Context: an optimization exercise on an open-source flow, tuned for small area, a short achievable clock period and few clock cycles per item. The choices shown serve that exercise and are no tape-out recipe.
At most, simulation tests tie the RTL to the original design; equivalence was not proved.
The flow treats the clock pin as an ideal source, which a real chip does not have.
Power is estimated from default activity; no workload was simulated.

==> inputs of run a <==
## systolic_mm_top
module systolic_mm_top (
    input  logic                  clk,
    input  logic                  rst,
    input  logic                  in_valid,
    input  logic [8-1:0] in_data,
    output logic                  out_valid,
    output logic [8-1:0] out_data,
    output logic                  busy,
    output logic                  done
);
==> module systolic_mm_top, before the edit <==
module systolic_mm_top (
    input  logic                  clk,
    input  logic                  rst,
    input  logic                  in_valid,
    input  logic [8-1:0] in_data,
    output logic                  out_valid,
    output logic [8-1:0] out_data,
    output logic                  busy,
    output logic                  done
);
    logic       ld;        
    logic [6:0] icnt;      
    logic       start;
    logic       acc;
    logic [6:0] idx;       
    assign start = in_valid && (!busy || done);
    assign acc   = in_valid && (ld || start);
    assign idx   = start ? 7'd0 : icnt;
    logic       rm;        
    logic [5:0] rc;        
    logic       f127;      
    logic       rm_nxt;
    logic [5:0] rc_nxt;
    assign rm_nxt = f127 || (rm && rc != 6'd55);
    assign rc_nxt = f127 ? 6'd0 : rc + 6'd1;
    logic [7:0] d_r;       
    logic [7:0] aen;       
    logic       ben;       
    logic       tv;        
    logic       tlast;     
    logic [7:0] lh;
    logic [7:0] lcur;
    assign lcur = start ? 8'h01 : lh;
    always_ff @(posedge clk) begin
        d_r <= in_data;
    end
    always_ff @(posedge clk or negedge rst) begin
        if (!rst) begin
            ld    <= 1'b0;
            icnt  <= '0;
            lh    <= 8'h01;
            busy  <= 1'b0;
            rm    <= 1'b0;
            rc    <= '0;
            f127  <= 1'b0;
            aen   <= '0;
            ben   <= 1'b0;
            tv    <= 1'b0;
            tlast <= 1'b0;
        end else begin
            busy <= start || (busy && !done);
            if (acc) begin
                lh <= (idx[2:0] == 3'd7) ? lcur : {lcur[6:0], lcur[7]};
                icnt <= idx + 7'd1;
                ld   <= (idx != 7'd127);
            end
            f127 <= acc && (idx == 7'd127);
            rm   <= rm_nxt;
            rc   <= rm_nxt ? rc_nxt : 6'd0;
            for (int m = 0; m < 8; m++) begin
                aen[m] <= (acc && !idx[6] && lcur[m])
                       || (acc && idx == 7'd127)
                       || (rm_nxt && rc_nxt[2:0] == 3'd7);
            end
            ben   <= (acc && idx[6]) || rm_nxt;
            tv    <= (acc && idx[6:3] == 4'hf) || rm_nxt;
            tlast <= rm_nxt && rc_nxt == 6'd55;
        end
    end
    logic [63:0]  la [8];   
    logic [511:0] bq;       
    logic [7:0]   tap7;
    assign tap7 = rm ? bq[7:0] : d_r;
    logic [7:0] t7;
    always_ff @(posedge clk) begin
        t7 <= rm_nxt ? (ben ? bq[15:8] : bq[7:0]) : in_data;
    end
    always_ff @(posedge clk) begin
        for (int m = 0; m < 8; m++) begin
            if (aen[m]) la[m] <= {d_r, la[m][63:8]};
        end
        if (ben) bq <= {tap7, bq[511:8]};
    end
    logic [63:0] ta;
    logic [63:0] tb;
    for (genvar m = 0; m < 8; m++) begin : g_tap
        assign ta[8*m +: 8] = la[m][7:0];
        if (m < 7) begin : g_q
            assign tb[8*m +: 8] = bq[8*(8*m+8) +: 8];
        end else begin : g_7
            assign tb[8*m +: 8] = t7;
        end
    end
    dot8 dot8_inst (
        .clk    (clk),
        .rst    (rst),
        .a      (ta),
        .b      (tb),
        .vin    (tv),
        .lin    (tlast),
        .res    (out_data),
        .vout   (out_valid),
        .lout   (done)
    );
endmodule
Settings: LEC_CHECK=0, CAP_MARGIN=20, CORE_MARGIN=2, CORE_UTILIZATION=40, SETUP_SLACK_MARGIN=3.6, SLEW_MARGIN=20; clock period 6.0 ns.
run.sh (not shown) runs the stock make flow with config.mk's settings and CLKGATE_MAP_FILE= SYNTH_SCRIPT=/design/flow/synth_recipe.tcl, a recipe that flattens the netlist after the stock synthesis.
==> run b: changes against run a <==
--- a/flow/design.v
+++ b/flow/design.v
@@ -1415,38 +1415,40 @@
     logic s400;
     logic c400;
     logic s401;
     logic c401;
     logic s402;
     logic c402;
     logic s403;
-    logic r8_r6_r3_s150;
-    logic r8_r6_r3_pp7_0_0;
-    logic r8_r6_s309;
-    logic r8_r6_s349;
-    logic r8_r6_s350;
-    logic r8_r6_c349;
-    logic r8_r6_s373;
-    logic r8_s389;
-    logic r8_s398;
-    logic r8_s399;
-    logic r8_c390;
-    logic r8_c398;
-    logic r8_s400;
-    logic r8_c399;
-    logic r8_s401;
-    logic r8_c392;
-    logic r8_c393;
-    logic r8_c400;
-    logic r8_s402;
-    logic r8_c394;
-    logic r8_c401;
-    logic r8_s403;
-    logic r8_c395;
-    logic r8_c402;
+    logic s404;
+    logic c404;
+    logic s405;
+    logic c405;
+    logic s406;
+    logic c406;
+    logic s407;
+    logic r9_r6_r3_s150;
+    logic r9_r6_r3_pp7_0_0;
+    logic r9_r6_s309;
+    logic r9_r6_s349;
+    logic r9_r6_s350;
+    logic r9_r6_c349;
+    logic r9_r6_s373;
+    logic r9_s389;
+    logic r9_s398;
+    logic r9_s404;
+    logic r9_s400;
+    logic r9_c399;
+    logic r9_c404;
+    logic r9_s405;
+    logic r9_c400;
+    logic r9_s406;
+    logic r9_c405;
+    logic r9_s407;
+    logic r9_c406;
     assign pp0_0_0 = a[0] & b[0];
     assign pp0_0_1 = a[0] & b[1];
     assign pp0_0_2 = a[0] & b[2];
     assign pp0_0_3 = a[0] & b[3];
     assign pp0_0_4 = a[0] & b[4];
     assign pp0_0_5 = a[0] & b[5];
     assign pp0_0_6 = a[0] & b[6];
@@ -2675,14 +2677,21 @@
     assign s400 = s392 ^ s393 ^ c391;
     assign c400 = (s392 & s393) | (s392 & c391) | (s393 & c391);
     assign s401 = s394 ^ r6_c380 ^ r6_c381;
     assign c401 = (s394 & r6_c380) | (s394 & r6_c381) | (r6_c380 & r6_c381);
     assign s402 = s395 ^ r6_c382 ^ r6_c383;
     assign c402 = (s395 & r6_c382) | (s395 & r6_c383) | (r6_c382 & r6_c383);
     assign s403 = s396 ^ s397 ^ r6_c386;
+    assign s404 = s399 ^ c390 ^ c398;
+    assign c404 = (s399 & c390) | (s399 & c398) | (c390 & c398);
+    assign s405 = s401 ^ c392 ^ c393;
+    assign c405 = (s401 & c392) | (s401 & c393) | (c392 & c393);
+    assign s406 = s402 ^ c394 ^ c401;
+    assign c406 = (s402 & c394) | (s402 & c401) | (c394 & c401);
+    assign s407 = s403 ^ c395 ^ c402;
     always_ff @(posedge clk) begin
         r3_s150 <= s150;
         r3_pp7_0_0 <= pp7_0_0;
         r3_s247 <= s247;
         r3_c1 <= c1;
         r3_c150 <= c150;
         r3_s248 <= s248;
@@ -2849,49 +2858,42 @@
         r6_s387 <= s387;
         r6_s388 <= s388;
         r6_c368 <= c368;
         r6_c369 <= c369;
         r6_c384 <= c384;
         r6_c385 <= c385;
         r6_c386 <= c386;
-        r8_r6_r3_s150 <= r6_r3_s150;
-        r8_r6_r3_pp7_0_0 <= r6_r3_pp7_0_0;
-        r8_r6_s309 <= r6_s309;
-        r8_r6_s349 <= r6_s349;
-        r8_r6_s350 <= r6_s350;
-        r8_r6_c349 <= r6_c349;
-        r8_r6_s373 <= r6_s373;
-        r8_s389 <= s389;
-        r8_s398 <= s398;
-        r8_s399 <= s399;
-        r8_c390 <= c390;
-        r8_c398 <= c398;
-        r8_s400 <= s400;
-        r8_c399 <= c399;
-        r8_s401 <= s401;
-        r8_c392 <= c392;
-        r8_c393 <= c393;
-        r8_c400 <= c400;
-        r8_s402 <= s402;
-        r8_c394 <= c394;
-        r8_c401 <= c401;
-        r8_s403 <= s403;
-        r8_c395 <= c395;
-        r8_c402 <= c402;
+        r9_r6_r3_s150 <= r6_r3_s150;
+        r9_r6_r3_pp7_0_0 <= r6_r3_pp7_0_0;
+        r9_r6_s309 <= r6_s309;
+        r9_r6_s349 <= r6_s349;
+        r9_r6_s350 <= r6_s350;
+        r9_r6_c349 <= r6_c349;
+        r9_r6_s373 <= r6_s373;
+        r9_s389 <= s389;
+        r9_s398 <= s398;
+        r9_s404 <= s404;
+        r9_s400 <= s400;
+        r9_c399 <= c399;
+        r9_c404 <= c404;
+        r9_s405 <= s405;
+        r9_c400 <= c400;
+        r9_s406 <= s406;
+        r9_c405 <= c405;
+        r9_s407 <= s407;
+        r9_c406 <= c406;
     end
     logic [11:0] fr0;
-    assign fr0 = {r8_s403, r8_s402, r8_s401, r8_s400, r8_s399, r8_s398, r8_s389, r8_r6_s373, r8_r6_s350, r8_r6_s349, r8_r6_s309, r8_r6_r3_s150};
+    assign fr0 = {r9_s407, r9_s406, r9_s405, r9_s400, r9_s404, r9_s398, r9_s389, r9_r6_s373, r9_r6_s350, r9_r6_s349, r9_r6_s309, r9_r6_r3_s150};
     logic [11:0] fr1;
-    assign fr1 = {r8_c395, r8_c394, r8_c392, r8_c399, r8_c390, 1'b0, 1'b0, 1'b0, r8_r6_c349, 1'b0, 1'b0, r8_r6_r3_pp7_0_0};
+    assign fr1 = {r9_c406, r9_c405, r9_c400, r9_c399, 1'b0, 1'b0, 1'b0, 1'b0, r9_r6_c349, 1'b0, 1'b0, r9_r6_r3_pp7_0_0};
     logic [11:0] fr2;
-    assign fr2 = {r8_c402, r8_c401, r8_c393, 1'b0, r8_c398, 1'b0, 1'b0, 1'b0, 1'b0, 1'b0, 1'b0, 1'b0};
-    logic [11:0] fr3;
-    assign fr3 = {1'b0, 1'b0, r8_c400, 1'b0, 1'b0, 1'b0, 1'b0, 1'b0, 1'b0, 1'b0, 1'b0, 1'b0};
+    assign fr2 = {1'b0, 1'b0, 1'b0, r9_c404, 1'b0, 1'b0, 1'b0, 1'b0, 1'b0, 1'b0, 1'b0, 1'b0};
     logic [11:0] fs;
-    assign fs = fr0 + fr1 + fr2 + fr3;
+    assign fs = fr0 + fr1 + fr2;
     always_ff @(posedge clk) res <= {~fs[11], fs[10:4]};
     logic [3:0] vp;
     logic [3:0] lp;
     always_ff @(posedge clk or negedge rst) begin
         if (!rst) begin
             vp <= '0;
             lp <= '0;
==> run c: changes against run a <==
--- a/flow/design.v
+++ b/flow/design.v
@@ -2930,75 +2930,68 @@
     assign rm_nxt = f127 || (rm && rc != 6'd55);
     assign rc_nxt = f127 ? 6'd0 : rc + 6'd1;
     logic [7:0] d_r;       
     logic [7:0] aen;       
     logic       ben;       
     logic       tv;        
     logic       tlast;     
-    logic [7:0] lh;
-    logic [7:0] lcur;
-    assign lcur = start ? 8'h01 : lh;
+    logic [2:0] lane;
+    assign lane = idx[2:0] - idx[5:3];
     always_ff @(posedge clk) begin
         d_r <= in_data;
     end
     always_ff @(posedge clk or negedge rst) begin
         if (!rst) begin
             ld    <= 1'b0;
             icnt  <= '0;
-            lh    <= 8'h01;
             busy  <= 1'b0;
             rm    <= 1'b0;
             rc    <= '0;
             f127  <= 1'b0;
             aen   <= '0;
             ben   <= 1'b0;
             tv    <= 1'b0;
             tlast <= 1'b0;
         end else begin
             busy <= start || (busy && !done);
             if (acc) begin
-                lh <= (idx[2:0] == 3'd7) ? lcur : {lcur[6:0], lcur[7]};
                 icnt <= idx + 7'd1;
                 ld   <= (idx != 7'd127);
             end
             f127 <= acc && (idx == 7'd127);
             rm   <= rm_nxt;
             rc   <= rm_nxt ? rc_nxt : 6'd0;
             for (int m = 0; m < 8; m++) begin
-                aen[m] <= (acc && !idx[6] && lcur[m])
+                aen[m] <= (acc && !idx[6] && lane == 3'(m))
                        || (acc && idx == 7'd127)
                        || (rm_nxt && rc_nxt[2:0] == 3'd7);
             end
             ben   <= (acc && idx[6]) || rm_nxt;
             tv    <= (acc && idx[6:3] == 4'hf) || rm_nxt;
             tlast <= rm_nxt && rc_nxt == 6'd55;
         end
     end
     logic [63:0]  la [8];   
     logic [511:0] bq;       
     logic [7:0]   tap7;
     assign tap7 = rm ? bq[7:0] : d_r;
-    logic [7:0] t7;
-    always_ff @(posedge clk) begin
-        t7 <= rm_nxt ? (ben ? bq[15:8] : bq[7:0]) : in_data;
-    end
     always_ff @(posedge clk) begin
         for (int m = 0; m < 8; m++) begin
             if (aen[m]) la[m] <= {d_r, la[m][63:8]};
         end
         if (ben) bq <= {tap7, bq[511:8]};
     end
     logic [63:0] ta;
     logic [63:0] tb;
     for (genvar m = 0; m < 8; m++) begin : g_tap
         assign ta[8*m +: 8] = la[m][7:0];
         if (m < 7) begin : g_q
             assign tb[8*m +: 8] = bq[8*(8*m+8) +: 8];
         end else begin : g_7
-            assign tb[8*m +: 8] = t7;
+            assign tb[8*m +: 8] = tap7;
         end
     end
     dot8 dot8_inst (
         .clk    (clk),
         .rst    (rst),
         .a      (ta),
         .b      (tb),
==> flow/config.mk (replaced) <==
export PLATFORM = sky130hd
export DESIGN_NAME = systolic_mm_top
export DESIGN_NICKNAME = systolic_mm_top
export VERILOG_FILES = /design/flow/design.v
export SDC_FILE = /design/flow/constraint.sdc
export NUM_CORES = 4
export LEC_CHECK = 0
export ABC_CLOCK_PERIOD_IN_PS = 2400
export CAP_MARGIN = 20
export CORE_MARGIN = 2
export CORE_UTILIZATION = 40
export SETUP_SLACK_MARGIN = 3.6
export SLEW_MARGIN = 20
==> notes <==
Run a finished clean. Run b passed the timing, DRC and antenna checks. Run c finished clean.
The lowest non-clock buffer count belongs to run a, the highest to run b.
Between run b and run c, the lower sequential share of layout area is in run c (gap 0.37 points).
In run c the final cell count is smaller than in run a, by 1.1%.
In run a the register-to-register slack is better than in run c, by 0.35 ns.
Critical path depth: run b is lower than run c (2).
Clock-buffer cell count: run b > run a > run c.
==> figures <==
item	run b	run a	run c
Result of the run	finished clean	finished clean	finished clean
Fraction of area in registers	0.621	0.619	0.618
Startpoint of the worst setup timing path	la[3][3]	la[0][0]	rm
Sequential group power	9.78 mW	11.0 mW	12.9 mW
Number of antenna violations at the first check in global routing	3	4	4
Final Util	0.479	0.480	0.479
Average cell area after synthesis	18.0 µm²	17.9 µm²	18.0 µm²
Met3 WL post-DR	4.39 mm	4.93 mm	5.67 mm
Total Routed Length	98.1 mm	98.0 mm	97.5 mm
Layout clock buffer count	180	171	149
Clock insertion delay at the later pin of the skew report	0.75 ns	0.76 ns	0.72 ns
Data arrival at the endpoint of the critical path	3.22 ns	3.27 ns	3.61 ns
Portion of the layout cell area used by clock cells	0.0720	0.0721	0.0705
No run of this note included a check of the RTL's function; only the layout flow was run.

========
==> run M: inputs <==
systolic_mm_top, a different RTL version from the one above (not shown whole).
==> module systolic_mm_top, before the edit <==
module systolic_mm_top (
    input  logic                  clk,
    input  logic                  rst,
    input  logic                  in_valid,
    input  logic [8-1:0] in_data,
    output logic                  out_valid,
    output logic [8-1:0] out_data,
    output logic                  busy,
    output logic                  done
);
    logic       ld;        
    logic [6:0] icnt;      
    logic       bz;        
    logic       bz_nxt;
    logic       start;
    logic       acc;
    logic [6:0] idx;       
    assign start  = in_valid && (!bz || done);
    assign acc    = in_valid && (ld || start);
    assign idx    = start ? 7'd0 : icnt;
    assign bz_nxt = start || (bz && !done);
    logic [7:0] lh;
    logic [7:0] lcur;
    assign lcur = start ? 8'h01 : lh;
    logic       rm;
    logic [5:0] rc;
    logic       tvr;       
    logic       rm_nxt;
    assign rm_nxt = (acc && idx == 7'd127) || (rm && rc != 6'd56);
    always_ff @(posedge clk or negedge rst) begin
        if (!rst) begin
            ld   <= 1'b0;
            bz   <= 1'b0;
            rm   <= 1'b0;
            tvr  <= 1'b0;
        end else begin
            if (acc) begin
                ld <= (idx != 7'd127);
            end
            bz  <= bz_nxt;
            rm  <= rm_nxt;
            tvr <= acc && idx[6:3] == 4'hf && idx[2:0] != 3'd7;
        end
    end
    always_ff @(posedge clk) begin
        if (acc) begin
            icnt <= idx + 7'd1;
            lh   <= (idx[2:0] == 3'd7) ? lcur : {lcur[6:0], lcur[7]};
        end
        rc   <= rm ? rc + 6'd1 : 6'd0;
        busy <= rst && bz_nxt;   
    end
    logic [63:0]  la [8];   
    logic [511:0] bq;       
    logic [7:0]   aen;
    logic         ben;
    logic       idle;      
    logic [7:0] a_ok;      
    logic       b_ok;      
    logic       adv;       
    assign idle = !bz || done;
    assign adv  = rm && rc[2:0] == 3'd0;
    assign b_ok = ld && icnt[6];
    for (genvar m = 0; m < 8; m++) begin : g_aen
        if (m == 0) begin : g_0
            assign a_ok[m] = idle || (ld && !icnt[6] && lh[m]);
        end else begin : g_m
            assign a_ok[m] = ld && !icnt[6] && lh[m];
        end
        assign aen[m] = (in_valid && a_ok[m]) || adv;
    end
    assign ben = (in_valid && b_ok) || rm;
    always_ff @(posedge clk) begin
        for (int m = 0; m < 8; m++) begin
            if (aen[m]) la[m] <= {in_data, la[m][63:8]};
        end
        if (ben) bq <= {(rm ? bq[7:0] : in_data), bq[511:8]};
    end
    logic [63:0] ta;
    logic [63:0] tb;
    for (genvar m = 0; m < 8; m++) begin : g_tap
        assign ta[8*m +: 8] = la[m][7:0];
        assign tb[8*m +: 8] = bq[8*(8*m+7) +: 8];
    end
    dot8 dot8_inst (
        .clk    (clk),
        .rst    (rst),
        .a      (ta),
        .b      (tb),
        .vin    (tvr || rm),
        .lin    (rm && rc == 6'd56),
        .res    (out_data),
        .vout   (out_valid),
        .lout   (done)
    );
endmodule
export LEC_CHECK = 0
export CAP_MARGIN = 20
export CORE_MARGIN = 2
export CORE_UTILIZATION = 70
export CTS_CLUSTER_DIAMETER = 60
export CTS_CLUSTER_SIZE = 30
export SETUP_SLACK_MARGIN = 3.9
export SLEW_MARGIN = 20
export TNS_END_PERCENT = 0
create_clock -name core_clock -period 6.0 [get_ports {clk}]
standard.sh (not shown) runs the stock make flow with config.mk's settings and CLKGATE_MAP_FILE= SYNTH_SCRIPT=/design/flow/synth_recipe.tcl, a recipe that flattens the netlist after the stock synthesis.
==> flow/flow/run.sh <==
#!/bin/bash
# Standard ORFS layout, except that synthesis skips the "abc -fast" pass of
# yosys synth's fine step (synth -noabc), so extract_fa sees the adder
# logic as written instead of after an ABC remap that flips polarities and
# leaves inverters around the full-adder cells. Everything else is the standard flow's
# standard.sh and synth_recipe.tcl unchanged.
set -euo pipefail
cd "$(dirname "$0")/.."
first='proc synth {args} { yosys synth -nofsm -noshare {*}$args }'
[[ "$(head -1 synth_recipe.tcl)" == "$first" ]] || { echo "unexpected synth_recipe.tcl" >&2; exit 1; }
{ echo 'proc synth {args} { yosys synth -nofsm -noshare -noabc {*}$args }'; tail -n +2 synth_recipe.tcl; } > noabc_synth.tcl
grep -q "SYNTH_SCRIPT=$PWD/synth_recipe.tcl" standard.sh || { echo "unexpected standard.sh" >&2; exit 1; }
sed "s#SYNTH_SCRIPT=$PWD/synth_recipe.tcl#SYNTH_SCRIPT=$PWD/noabc_synth.tcl#; s#^make #make POST_CTS_TCL=$PWD/flow/clock_top.tcl #" standard.sh > noabc_standard.sh
bash noabc_standard.sh > layout.log 2>&1
==> flow/flow/clock_top.tcl <==
# POST_CTS_TCL hook: flatten the top of the clock tree that clock_tree_synthesis
# built. Its leaf buffers (the ones driving flip-flops) are kept as they are;
# the root and branch buffers above them are replaced by four clkbuf_16 roots
# on the clock port, one per quadrant of the leaves, so every flip-flop sees
# two buffers (root, leaf) instead of three. Setup and hold are then repaired
# again as in the CTS step.
set block [ord::get_db_block]
set db [ord::get_db]
set clk_net [$block findNet clk]
set bufmaster [$db findMaster sky130_fd_sc_hd__clkbuf_16]

proc out_net {inst} {
  foreach it [$inst getITerms] {
    if {[$it isOutputSignal]} {
      set n [$it getNet]
      if {$n eq "NULL"} { return "" }
      return $n
    }
  }
  return ""
}
proc is_clkbuf {inst} {
  return [string match "sky130_fd_sc_hd__clkbuf_*" [[$inst getMaster] getName]]
}

# walk the tree from the port
set internal {}
set leaves {}
set frontier [list $clk_net]
while {[llength $frontier]} {
  set net [lindex $frontier 0]
  set frontier [lrange $frontier 1 end]
  foreach it [$net getITerms] {
    if {[$it isOutputSignal]} continue
    set inst [$it getInst]
    set on [out_net $inst]
    if {![is_clkbuf $inst]} {
      if {$on eq ""} {
        # a dummy load that clock_tree_synthesis added for balance
        lappend internal $inst
        continue
      }
      if {$net eq $clk_net} {
        error "clock_top: the clock port drives [$inst getName] directly"
      }
      # a sink on a leaf's net, which also drives buffers
      continue
    }
    set kids_buf 0
    set kids_other 0
    if {$on eq ""} {
      # a dummy load that clock_tree_synthesis added for balance
      lappend internal $inst
      continue
    }
    foreach it2 [$on getITerms] {
      if {[$it2 isOutputSignal]} continue
      if {[is_clkbuf [$it2 getInst]]} { incr kids_buf } else { incr kids_other }
    }
    # a buffer with any flip-flop load is a leaf; buffers below it are
    # moved onto the new roots as well
    if {$kids_other > 0} {
      lappend leaves $inst
    } else {
      lappend internal $inst
    }
    if {$kids_buf > 0} {
      lappend frontier $on
    }
  }
}
puts "clock_top: [llength $leaves] leaf buffers, [llength $internal] buffers above them"

# quadrants by the medians of the leaf positions
set xs {}
set ys {}
foreach l $leaves {
  set bb [$l getBBox]
  lappend xs [expr {([$bb xMin] + [$bb xMax]) / 2}]
  lappend ys [expr {([$bb yMin] + [$bb yMax]) / 2}]
}
set mx [lindex [lsort -integer $xs] [expr {[llength $xs] / 2}]]
set my [lindex [lsort -integer $ys] [expr {[llength $ys] / 2}]]
array set grp {}
foreach l $leaves x $xs y $ys {
  set g [expr {($x >= $mx ? 1 : 0) + ($y >= $my ? 2 : 0)}]
  lappend grp($g) [list $l $x $y]
}

# remove the old upper tree
foreach inst $internal {
  set on [out_net $inst]
  foreach it [$inst getITerms] {
    if {[$it getNet] ne "NULL"} { $it disconnect }
  }
  odb::dbInst_destroy $inst
  if {$on ne "" && $on ne $clk_net} { odb::dbNet_destroy $on }
}

# new roots
foreach g [lsort [array names grp]] {
  set sx 0
  set sy 0
  foreach e $grp($g) { incr sx [lindex $e 1]; incr sy [lindex $e 2] }
  set n [llength $grp($g)]
  set cx [expr {$sx / $n}]
  set cy [expr {$sy / $n}]
  set root [odb::dbInst_create $block $bufmaster "clkroot_${g}_clk"]
  $root setLocation [expr {$cx - [$bufmaster getWidth] / 2}] [expr {$cy - [$bufmaster getHeight] / 2}]
  $root setPlacementStatus PLACED
  set rnet [odb::dbNet_create $block "clknet_root_${g}_clk"]
  $rnet setSigType CLOCK
  [$root findITerm A] connect $clk_net
  [$root findITerm X] connect $rnet
  foreach e $grp($g) {
    set l [lindex $e 0]
    set ai [$l findITerm A]
    $ai disconnect
    $ai connect $rnet
  }
  puts "clock_top: root $g at ($cx, $cy) drives $n leaves"
}

detailed_placement
estimate_parasitics -placement
repair_timing_helper
detailed_placement
check_placement -verbose
estimate_parasitics -placement
report_clock_skew
report_worst_slack
==> run D (differences from run M) <==
--- a/flow/design.v
+++ b/flow/design.v
@@ -3142,22 +3142,12 @@
     logic [511:0] bq;       
     logic [7:0]   aen;
     logic         ben;
-    logic       idle;      
-    logic [7:0] a_ok;      
-    logic       b_ok;      
-    logic       adv;       
-    assign idle = !bz || done;
-    assign adv  = rm && rc[2:0] == 3'd0;
-    assign b_ok = ld && icnt[6];
-    for (genvar m = 0; m < 8; m++) begin : g_aen
-        if (m == 0) begin : g_0
-            assign a_ok[m] = idle || (ld && !icnt[6] && lh[m]);
-        end else begin : g_m
-            assign a_ok[m] = ld && !icnt[6] && lh[m];
+    always_comb begin
+        for (int m = 0; m < 8; m++) begin
+            aen[m] = (acc && !idx[6] && lcur[m]) || (rm && rc[2:0] == 3'd0);
         end
-        assign aen[m] = (in_valid && a_ok[m]) || adv;
     end
-    assign ben = (in_valid && b_ok) || rm;
+    assign ben = (acc && idx[6]) || rm;
     always_ff @(posedge clk) begin
         for (int m = 0; m < 8; m++) begin
             if (aen[m]) la[m] <= {in_data, la[m][63:8]};
--- a/flow/flow/clock_top.tcl
+++ b/flow/flow/clock_top.tcl
@@ -11,11 +11,7 @@
 
 proc out_net {inst} {
   foreach it [$inst getITerms] {
-    if {[$it isOutputSignal]} {
-      set n [$it getNet]
-      if {$n eq "NULL"} { return "" }
-      return $n
-    }
+    if {[$it isOutputSignal]} { return [$it getNet] }
   }
   return ""
 }
@@ -33,26 +29,12 @@
   foreach it [$net getITerms] {
     if {[$it isOutputSignal]} continue
     set inst [$it getInst]
+    if {![is_clkbuf $inst]} {
+      error "clock_top: $net drives non-buffer [$inst getName] above the leaves"
+    }
     set on [out_net $inst]
-    if {![is_clkbuf $inst]} {
-      if {$on eq ""} {
-        # a dummy load that clock_tree_synthesis added for balance
-        lappend internal $inst
-        continue
-      }
-      if {$net eq $clk_net} {
-        error "clock_top: the clock port drives [$inst getName] directly"
-      }
-      # a sink on a leaf's net, which also drives buffers
-      continue
-    }
     set kids_buf 0
     set kids_other 0
-    if {$on eq ""} {
-      # a dummy load that clock_tree_synthesis added for balance
-      lappend internal $inst
-      continue
-    }
     foreach it2 [$on getITerms] {
       if {[$it2 isOutputSignal]} continue
       if {[is_clkbuf [$it2 getInst]]} { incr kids_buf } else { incr kids_other }
@@ -90,9 +72,7 @@
 # remove the old upper tree
 foreach inst $internal {
   set on [out_net $inst]
-  foreach it [$inst getITerms] {
-    if {[$it getNet] ne "NULL"} { $it disconnect }
-  }
+  foreach it [$inst getITerms] { $it disconnect }
   odb::dbInst_destroy $inst
   if {$on ne "" && $on ne $clk_net} { odb::dbNet_destroy $on }
 }
--- a/flow/config.mk
+++ b/flow/config.mk
@@ -12,4 +12,3 @@
 export CTS_CLUSTER_SIZE = 30
 export SETUP_SLACK_MARGIN = 3.9
 export SLEW_MARGIN = 20
-export TNS_END_PERCENT = 0
==> summary.txt <==
Run M completed without violations. Run D did not get past clock tree synthesis (4_1_cts).
Synthesized cell count is about the same in run D and run M.
In area after synthesis, run M and run D hardly differ.
==> figures <==
Post-synth design cell area: run M 49050 sq um; run D 49040 sq um
Adder and majority cell fraction of the synthesized area: run M 0.1548; run D 0.1548
Post-synthesis simple-gate area fraction: run M 0.04574; run D 0.04643
Setup WS pre-CTS: run M 1823 ps; run D 1690 ps
Portion of the post-synthesis area used by sequential elements: run M 0.7661; run D 0.7662
Area share of the leading cell type in the synthesized netlist: run M 0.6361; run D 0.6362
Detailed-placement wirelength estimate: run M 62270 um; run D 59910 um
Die Height: run M 268.7 um; run D 268.7 um
Cell variety after synth: run M 34; run D 33
Result of the run: run M timing/DRC/antenna clean; run D stopped before the end
Last stage reached: run M -; run D clock tree synthesis (4_1_cts)
Initial standard-cell utilization of the core: run M 0.7041; run D 0.7040
Post-place instance area: run M 50350 sq um; run D 50340 sq um
Mux cell area share after synthesis: run M 0.001837; run D 0.001837
Mapped Avg Cell Area: run M 19.29 sq um; run D 19.26 sq um
Mapped Nets: run M 2940; run D 2943
Flip-flop cell with the highest count after synthesis: run M sky130_fd_sc_hd__edfxtp_1; run D sky130_fd_sc_hd__edfxtp_1
Instance count after placement with tap cells included: run M 3441; run D 3440
Syn Inst Count: run M 2543; run D 2546
Xor and xnor area share after synthesis: run M 0.01625; run D 0.01625
Weighted congestion reported at the end of routability-driven placement: run M 0.8809; run D 0.8496
Share of the synthesized area in compound gates (AO/OA/AOI/OAI): run M 0.004311; run D 0.003521
Die Wd: run M 268.7 um; run D 268.7 um
Flop and latch count out of synthesis: run M 1355; run D 1355
Testbench counts of run M, summed over its fixed seeds: cycles 24,072, jobs 128.
Testbench counts of run D, summed over its fixed seeds: cycles 24,072, jobs 128.

-- port drivers added, routing unchanged --
The results above use ideal ports. As a check the final layouts listed here were re-extracted and re-timed, cells and wires unchanged. Step 1 sets driving cells, clkbuf_16 on the clock port and buf_2 on the other inputs (assumed; they add their load-dependent delay and slew). Step 2, shift: input delay + t, output delay - t, t = (earliest + latest rising clock arrival at the registers) / 2. This alone moves slack from input paths to output paths. a / b / c = ideal / step 1 / step 2; a / b = the first two.
run	t, ns	setup slack, ns	worst setup path after step 2
run a	0.816	3.415 / 3.415 / 2.942	input to register
run b	0.805	3.408 / 3.408 / 3.136	input to register
run c	0.763	3.064 / 3.064 / 3.002	input to register
run M	0.605	3.739 / 3.710 / 3.241	input to register
After both steps every run listed still meets setup and hold. The setup slack of run M, which loses most, moves by -0.029 ns with the drivers and by -0.498 ns with both steps.
